This is an optimization exercise on Yosys and OpenROAD, whose aim is small area, not a production implementation.
Only simulation tests tie the RTL to the original design; equivalence was not proved.
Power is estimated from default activity; no workload was simulated.

trial 34:
Design id_stage, start of the top module:
module id_stage
#(
    parameter int unsigned NUM_REGS = 32,
    parameter int unsigned DATA_W   = 32
) (
    input  logic              clk,
    input  logic              reset,
    input  logic [31:0]       instr,
    input  logic [DATA_W-1:0] pc_4_in,
    input  logic              flush,
    input  logic              ex_mem_read,
    input  logic [4:0]        ex_rt,
    input  logic              wb_reg_write,
    input  logic [4:0]        wb_addr,
    input  logic [DATA_W-1:0] wb_data,
    output logic [DATA_W-1:0] pc_4,
    output logic [DATA_W-1:0] reg1,
    output logic [DATA_W-1:0] reg2,
    output logic [DATA_W-1:0] sign_extend,
    output logic [4:0]        rt,
    output logic [4:0]        rd,
    output logic              RegWrite,
    output logic              MemToReg,
    output logic              MemRead,
    output logic              MemWrite,
    output logic              Branch,
    output logic              ALUSrc,
    output logic              RegDest,
    output logic [2:0]        ALUOp,
    output logic              stall
);
Settings: LEC_CHECK=0, CAP_MARGIN=20, CORE_MARGIN=2, CORE_UTILIZATION=30, GPL_TIMING_DRIVEN=0, SETUP_SLACK_MARGIN=0.3, SLEW_MARGIN=20, SYNTH_HIERARCHICAL=1, SYNTH_MINIMUM_KEEP_SIZE=0; clock period 6.0 ns.
standard.sh (not shown) runs the stock make flow with config.mk's settings and CLKGATE_MAP_FILE= SYNTH_SCRIPT=/design/flow/synth_recipe.tcl, a recipe that flattens the netlist after the stock synthesis.
==> flow/flow/run.sh <==
#!/bin/bash
# Standard ORFS layout with a structured placement of the register file:
# - ports are buffered with plain sky130_fd_sc_hd__buf_1 cells instead of the
#   delay-cell default;
# - clock tree synthesis uses clkbuf_16 sink buffers over larger clusters,
#   without dummy loads.
# Each step's full output goes to its own log file in the work folder; each
# ORFS step also keeps its own log under orfs/logs/.
set -euo pipefail
export BUFFER_PORTS_ARGS="-buffer_cell sky130_fd_sc_hd__buf_1"
export CTS_ARGS="-sink_clustering_enable -repair_clock_nets -dont_use_dummy_load -buf_list {sky130_fd_sc_hd__clkbuf_16} -sink_clustering_size 24 -sink_clustering_max_diameter 100"
R=orfs/results/sky130hd/id_stage/base
bash standard.sh floorplan > flow_floorplan.log 2>&1
GRID_IN=$R/2_floorplan.odb GRID_OUT=$R/2_floorplan.odb GRID_CW=22 GRID_MID=40 \
  GRID_LIB=$FLOW_HOME/platforms/sky130hd/lib/sky130_fd_sc_hd__tt_025C_1v80.lib \
  openroad -no_init -exit flow/grid.tcl > grid.log 2>&1
bash standard.sh do-3_1_place_gp_skip_io do-3_2_place_iop do-3_3_place_gp > flow_place_gp.log 2>&1
GRID_IN=$R/3_3_place_gp.odb GRID_OUT=$R/3_3_place_gp.odb \
  openroad -no_init -exit flow/unfix.tcl > unfix.log 2>&1
bash standard.sh do-3_4_place_resized do-3_5_place_dp do-3_place do-3_place.sdc > flow_place_dp.log 2>&1
bash standard.sh finish > flow_finish.log 2>&1
Other scripts of this flow, unchanged in this note and not shown: flow/flow/grid.tcl, flow/flow/unfix.tcl
## Diff of input files: build 89 against trial 34
diff --git a/flow/flow/run.sh b/flow/flow/run.sh
--- a/flow/flow/run.sh
+++ b/flow/flow/run.sh
@@ -11 +11 @@
-export CTS_ARGS="-sink_clustering_enable -repair_clock_nets -dont_use_dummy_load -buf_list {sky130_fd_sc_hd__clkbuf_16} -sink_clustering_size 24 -sink_clustering_max_diameter 100"
+export CTS_ARGS="-sink_clustering_enable -repair_clock_nets -dont_use_dummy_load -buf_list {sky130_fd_sc_hd__clkbuf_16} -sink_clustering_size 28 -sink_clustering_max_diameter 100"
--- outcome ---
- Diff trial 34 -> build 89 | time the worst path needs with I/O delays and setup | decrease of 0.014 ns
- Diff build 89..trial 34 | final cell count | negligible
- Per the comparison of build 89 with trial 34, final-stage net count flat, power lower, utilization after layout held steady.
- On final setup slack of the worst path, trial 34 loses to build 89.
- Compared with trial 34, build 89 shows a lower area of all placed cells without fillers.
- Between trial 34 and build 89, the wire length figures differ only marginally.
- On global-route usage, trial 34 tracks build 89 almost exactly.

--- another note on this design; it stands on its own ---

Design id_stage, start of the top module:
module id_stage
#(
    parameter int unsigned NUM_REGS = 32,
    parameter int unsigned DATA_W   = 32
) (
    input  logic              clk,
    input  logic              reset,
    input  logic [31:0]       instr,
    input  logic [DATA_W-1:0] pc_4_in,
    input  logic              flush,
    input  logic              ex_mem_read,
    input  logic [4:0]        ex_rt,
    input  logic              wb_reg_write,
    input  logic [4:0]        wb_addr,
    input  logic [DATA_W-1:0] wb_data,
    output logic [DATA_W-1:0] pc_4,
    output logic [DATA_W-1:0] reg1,
    output logic [DATA_W-1:0] reg2,
    output logic [DATA_W-1:0] sign_extend,
    output logic [4:0]        rt,
    output logic [4:0]        rd,
    output logic              RegWrite,
    output logic              MemToReg,
    output logic              MemRead,
    output logic              MemWrite,
    output logic              Branch,
    output logic              ALUSrc,
    output logic              RegDest,
    output logic [2:0]        ALUOp,
    output logic              stall
);
For scale: about 3300 cells after synthesis, ~990 flip-flops, ~260 I/O pins, ~38000 um^2 of cells after synthesis.
make LEC_CHECK=0 CAP_MARGIN=0 CORE_MARGIN=2 CORE_UTILIZATION=40 CTS_BUF_LIST=sky130_fd_sc_hd__clkbuf_16 CTS_CLUSTER_DIAMETER=100 CTS_CLUSTER_SIZE=24 SETUP_SLACK_MARGIN=0.2 SLEW_MARGIN=0 SYNTH_HIERARCHICAL=1 SYNTH_MINIMUM_KEEP_SIZE=0 finish   # period 6.0 ns
run.sh (not shown) runs the stock make flow with config.mk's settings and CLKGATE_MAP_FILE= SYNTH_SCRIPT=/design/flow/synth_recipe.tcl, a recipe that flattens the netlist after the stock synthesis.
The baseline passed the timing, design-rule and antenna checks.
Edit:
==> flow/flow/run.sh (new file) <==
#!/bin/bash
# Standard ORFS layout with two changes: ports are buffered with plain
# sky130_fd_sc_hd__buf_1 cells instead of the delay-cell default, and clock
# tree synthesis uses clkbuf_16 sink buffers over larger clusters, without
# dummy loads. make's full output goes to flow.log in the work folder; each
# ORFS step keeps its own log under orfs/logs/.
set -euo pipefail
export BUFFER_PORTS_ARGS="-buffer_cell sky130_fd_sc_hd__buf_1"
export CTS_ARGS="-sink_clustering_enable -repair_clock_nets -dont_use_dummy_load -buf_list {sky130_fd_sc_hd__clkbuf_16} -sink_clustering_size 24 -sink_clustering_max_diameter 100"
bash standard.sh finish > flow.log 2>&1
==> flow/standard.sh (new file) <==
#!/bin/bash
# synth_recipe.tcl (not shown) runs the flow's synth.tcl, then flattens the netlist and writes it again
# the make line also repeats each setting of config.mk as NAME=value (left out here)
make -C /OpenROAD-flow-scripts/flow DESIGN_CONFIG=/design/flow/config.mk WORK_HOME=/design/flow/orfs CLKGATE_MAP_FILE= SYNTH_SCRIPT=/design/flow/synth_recipe.tcl "${@:-finish}"
CTS_BUF_LIST = not set   (was sky130_fd_sc_hd__clkbuf_16)
CTS_CLUSTER_DIAMETER = not set   (was 100)
CTS_CLUSTER_SIZE = not set   (was 24)
SETUP_SLACK_MARGIN = not set   (was 0.2)
removed: flow/run.sh
=> The new run went through all stages and came out clean. Worst hold slack got worse by 0.0052 ns. Area after synthesis does not change. Final cell count is lower slightly. Routed wire length decreases by a few percent. Sequential cell count is unchanged. Core utilization fell by 1.9 points. Worst setup slack gains 0.27 ns.

## re-timing with driven ports
In the flow no input, the clock included, has a driving cell. The finished layouts below were timed again as built, in two steps. Step 1: set_driving_cell puts a clkbuf_16 on clk and a buf_2 on each other input, an assumption about the parent block. Step 2 moves the port delays by t, midway between the first and last clock arrival at a register: inputs arrive t later, outputs are due t later. That takes back most of the time a late clock gives input paths. a / b / c = ideal ports / drivers / drivers and shift; a / b = the first two.
run	t (ns)	slack for setup (ns)	worst slew at a driven data input, ns	cell pins on the clock port's net
trial 34	0.669	0.181 / 0.157 / 0.157	0.23	1
build 89	0.649	0.195 / 0.172 / 0.172	0.22	1
the first run of note 2	0.712	0.068 / -0.035 / -0.035	0.16	1
the second run of note 2	0.704	0.334 / 0.307 / 0.307	0.15	1
Met with ideal ports but missed after step 2: setup timing in the first run of note 2. For the first run of note 2, which loses most, drivers alone change the setup slack by -0.103 ns; drivers and shift together by -0.103 ns.
